From an optimization exercise on the open Yosys and OpenROAD flow, aimed at small area, a short achievable clock period and few clock cycles per item; shortcuts taken in it are not production practice.
Function was checked by simulation only, so behaviour that the tests miss may differ from the original.
Power and IR drop assume default switching activity.

Setup of old:
==> flow/design.v (excerpt) <==
module circular_deque #(
  parameter int DEPTH = cd_pkg::DEPTH_DEFAULT
) (
  input  wire logic          clk,
  input  wire logic          rst_n,
  input  wire logic          in_valid,
  output logic               in_stall,
  input  wire logic [33:0]   in_data,
  output logic               out_valid,
  input  wire logic          out_stall,
  output logic [35:0]        out_data
);
Size: roughly 8400 cells after synthesis, roughly 4500 flip-flops, about 76 I/O pins, ~160000 sq um of cells after synthesis.
==> module cd_dpath, before the edit <==
module cd_dpath #(
  parameter int DEPTH = cd_pkg::DEPTH_DEFAULT
) (
  input  wire logic                     clk,
  input  wire logic                     rst_n,
  input  wire logic                     acc,       
  input  wire logic [33:0]              in_data,   
  output logic [cd_pkg::RES_W-1:0]      res        
);
  localparam int IDX_W = $clog2(DEPTH);
  localparam int CNT_W = $clog2(DEPTH + 1);
  logic [cd_pkg::DATA_W-1:0] store_mem [DEPTH];
  logic [IDX_W-1:0] head_r, rear_r, head_nxt, rear_nxt;
  logic [CNT_W-1:0] cnt_r, cnt_nxt;
  logic             empty_r, full_r, empty_nxt, full_nxt;
  logic [cd_pkg::DATA_W-1:0] wdata_r;
  logic                      rear_r_op;    
  logic                      push_ok_r, pop_ok_r;
  logic [1:0]                status_r;
  logic [DEPTH-1:0]          wsel_r;       
  logic [IDX_W-1:0]          waddr_nxt;
  logic [DEPTH-1:0]          rsel_r;
  logic [IDX_W-1:0]          raddr_nxt;
  logic [cd_pkg::DATA_W-1:0] rd_word;
  logic                      in_pop, in_rear;
  always_comb begin
    head_nxt  = head_r;
    rear_nxt  = rear_r;
    cnt_nxt   = cnt_r;
    empty_nxt = empty_r;
    full_nxt  = full_r;
    if (push_ok_r) begin
      if (rear_r_op) rear_nxt = rear_r + 1'b1;
      else           head_nxt = head_r - 1'b1;
      cnt_nxt   = cnt_r + 1'b1;
      empty_nxt = 1'b0;
      full_nxt  = (cnt_r == CNT_W'(DEPTH - 1));
    end
    if (pop_ok_r) begin
      if (rear_r_op) rear_nxt = rear_r - 1'b1;
      else           head_nxt = head_r + 1'b1;
      cnt_nxt   = cnt_r - 1'b1;
      empty_nxt = (cnt_r == CNT_W'(1));
      full_nxt  = 1'b0;
    end
  end
  always_ff @(posedge clk) begin
    if (!rst_n) begin
      head_r  <= '0;
      rear_r  <= '1;
      cnt_r   <= '0;
      empty_r <= 1'b1;
      full_r  <= 1'b0;
    end else begin
      head_r  <= head_nxt;
      rear_r  <= rear_nxt;
      cnt_r   <= cnt_nxt;
      empty_r <= empty_nxt;
      full_r  <= full_nxt;
    end
  end
  assign in_pop    = in_data[33];
  assign in_rear   = in_data[32];
  logic rear_up, rear_dn, head_up, head_dn;    
  assign rear_up = push_ok_r &&  rear_r_op;
  assign rear_dn = pop_ok_r  &&  rear_r_op;
  assign head_dn = push_ok_r && !rear_r_op;
  assign head_up = pop_ok_r  && !rear_r_op;
  always_comb begin
    if (in_rear) begin
      raddr_nxt = rear_up ? rear_r + 7'd1 : rear_dn ? rear_r - 7'd1 : rear_r;
      waddr_nxt = rear_up ? rear_r + 7'd2 : rear_dn ? rear_r        : rear_r + 7'd1;
    end else begin
      raddr_nxt = head_up ? head_r + 7'd1 : head_dn ? head_r - 7'd1 : head_r;
      waddr_nxt = head_up ? head_r        : head_dn ? head_r - 7'd2 : head_r - 7'd1;
    end
  end
  always_ff @(posedge clk) begin
    if (!rst_n) begin
      push_ok_r <= 1'b0;
      pop_ok_r  <= 1'b0;
    end else begin
      push_ok_r <= acc && !in_pop && !full_nxt;
      pop_ok_r  <= acc &&  in_pop && !empty_nxt;
    end
  end
  always_ff @(posedge clk) begin
    wdata_r   <= in_data[31:0];
    rear_r_op <= in_rear;
    status_r  <= in_pop ? (empty_nxt ? cd_pkg::ST_EMPTY : cd_pkg::ST_DONE)
                        : (full_nxt  ? cd_pkg::ST_FULL  : cd_pkg::ST_DONE);
    for (int i = 0; i < DEPTH; i++)
      wsel_r[i] <= acc && !in_pop && !full_nxt && (waddr_nxt == IDX_W'(i));
    for (int i = 0; i < DEPTH; i++)
      rsel_r[i] <= in_pop && !empty_nxt && (raddr_nxt == IDX_W'(i));
  end
  always_ff @(posedge clk) begin
    for (int i = 0; i < DEPTH; i++)
      if (wsel_r[i]) store_mem[i] <= wdata_r;
  end
  localparam int RD_G = 8;
  localparam int RD_N = DEPTH / RD_G;
  logic [cd_pkg::DATA_W-1:0] rd_part [RD_N];
  for (genvar g = 0; g < RD_N; g++) begin : g_rd
    logic [RD_G*cd_pkg::DATA_W-1:0] grp_words;
    for (genvar k = 0; k < RD_G; k++) begin : g_w
      assign grp_words[k*cd_pkg::DATA_W +: cd_pkg::DATA_W] = store_mem[g*RD_G+k];
    end
    cd_rdgrp #(.N(RD_G), .W(cd_pkg::DATA_W)) u_grp (
      .sel   (rsel_r[g*RD_G +: RD_G]),
      .words (grp_words),
      .y     (rd_part[g])
    );
  end
  always_comb begin
    rd_word = '0;
    for (int g = 0; g < RD_N; g++) rd_word = rd_word | rd_part[g];
  end
  assign res = {rd_word, status_r, empty_nxt, full_nxt};
endmodule
Settings: LEC_CHECK=0, CAP_MARGIN=20, CORE_MARGIN=2, CORE_UTILIZATION=50, CTS_CLUSTER_DIAMETER=70, CTS_CLUSTER_SIZE=25, PLACE_DENSITY=0.6, SETUP_SLACK_MARGIN=2.9, SLEW_MARGIN=20, SYNTH_HIERARCHICAL=1; clock period 5.5 ns.
run.sh (not shown) runs the stock make flow with config.mk's settings and CLKGATE_MAP_FILE= SYNTH_SCRIPT=/design/flow/synth_recipe.tcl, a recipe that flattens the netlist after the stock synthesis.
Testbench counts of old, summed over its fixed seeds: cycles 36,664, items 32,000.
The inputs of new differ from those of old as listed below.
--- a/flow/design.v
+++ b/flow/design.v
@@ -94,7 +94,8 @@
   logic                      rear_r_op;    
   logic                      push_ok_r, pop_ok_r;
   logic [1:0]                status_r;
-  logic [DEPTH-1:0]          wsel_r;       
+  logic [7:0]                wlo_r;        
+  logic [DEPTH/8-1:0]        whi_r;        
   logic [IDX_W-1:0]          waddr_nxt;
   logic [DEPTH-1:0]          rsel_r;
   logic [IDX_W-1:0]          raddr_nxt;
@@ -166,14 +167,16 @@
     rear_r_op <= in_rear;
     status_r  <= in_pop ? (empty_nxt ? cd_pkg::ST_EMPTY : cd_pkg::ST_DONE)
                         : (full_nxt  ? cd_pkg::ST_FULL  : cd_pkg::ST_DONE);
-    for (int i = 0; i < DEPTH; i++)
-      wsel_r[i] <= acc && !in_pop && !full_nxt && (waddr_nxt == IDX_W'(i));
+    for (int i = 0; i < 8; i++)
+      wlo_r[i] <= acc && !in_pop && !full_nxt && (waddr_nxt[2:0] == 3'(i));
+    for (int i = 0; i < DEPTH/8; i++)
+      whi_r[i] <= (waddr_nxt[IDX_W-1:3] == (IDX_W-3)'(i));
     for (int i = 0; i < DEPTH; i++)
       rsel_r[i] <= in_pop && !empty_nxt && (raddr_nxt == IDX_W'(i));
   end
   always_ff @(posedge clk) begin
     for (int i = 0; i < DEPTH; i++)
-      if (wsel_r[i]) store_mem[i] <= wdata_r;
+      if (wlo_r[i % 8] && whi_r[i / 8]) store_mem[i] <= wdata_r;
   end
   localparam int RD_G = 8;
   localparam int RD_N = DEPTH / RD_G;
## What came out
Delta (new minus old): clock buffer count from CTS fell by about 2.7%, max-capacitance violation count essentially unchanged, net count after synthesis dropped 1.7%, sequential group power went down by about 2%, worst hold slack decreased by 0.012 ns relative to the old numbers.
Total cell area at the placement stage (lower): new
Changes observed in new relative to old: buffer share of cell area decreased by 0.89 points relative to the old numbers, global-route usage over all layers decreased by 1.6 points relative to the old numbers.
Taking old as the reference, in new post-synthesis sequential element count lower, count of sequential standard cells -2.3%.
Cmp old and new / number of cell rows / lower: new
~same final worst-path setup slack in old and new
Testbench counts of new, summed over its fixed seeds: cycles 36,664, items 32,000.

==> re-timing with driven ports <==
The flow's constraints put no driver on any port. The routed layouts listed below were extracted and timed again, unchanged, in two steps.
Step 1 sets driving cells, clkbuf_16 on the clock port and buf_2 on the other inputs (assumed; they add their load-dependent delay and slew).
Step 2, shift: input delay + t, output delay - t, t = (earliest + latest rising clock arrival at the registers) / 2. This alone moves slack from input paths to output paths.
Three values: ideal, step 1, step 2; two values: the first two.
| run | t (ns) | setup slack, ns | latest minus earliest clock arrival (ns) |
|---|---|---|---|
| old | 1.044 | 2.766 / 2.713 / 1.850 | 0.075 / 0.075 |
| new | 1.029 | 2.765 / 2.761 / 2.029 | 0.061 / 0.060 |
After both steps every run listed still meets setup and hold. The setup slack of old, which loses most, moves by -0.053 ns with the drivers and by -0.916 ns with both steps.
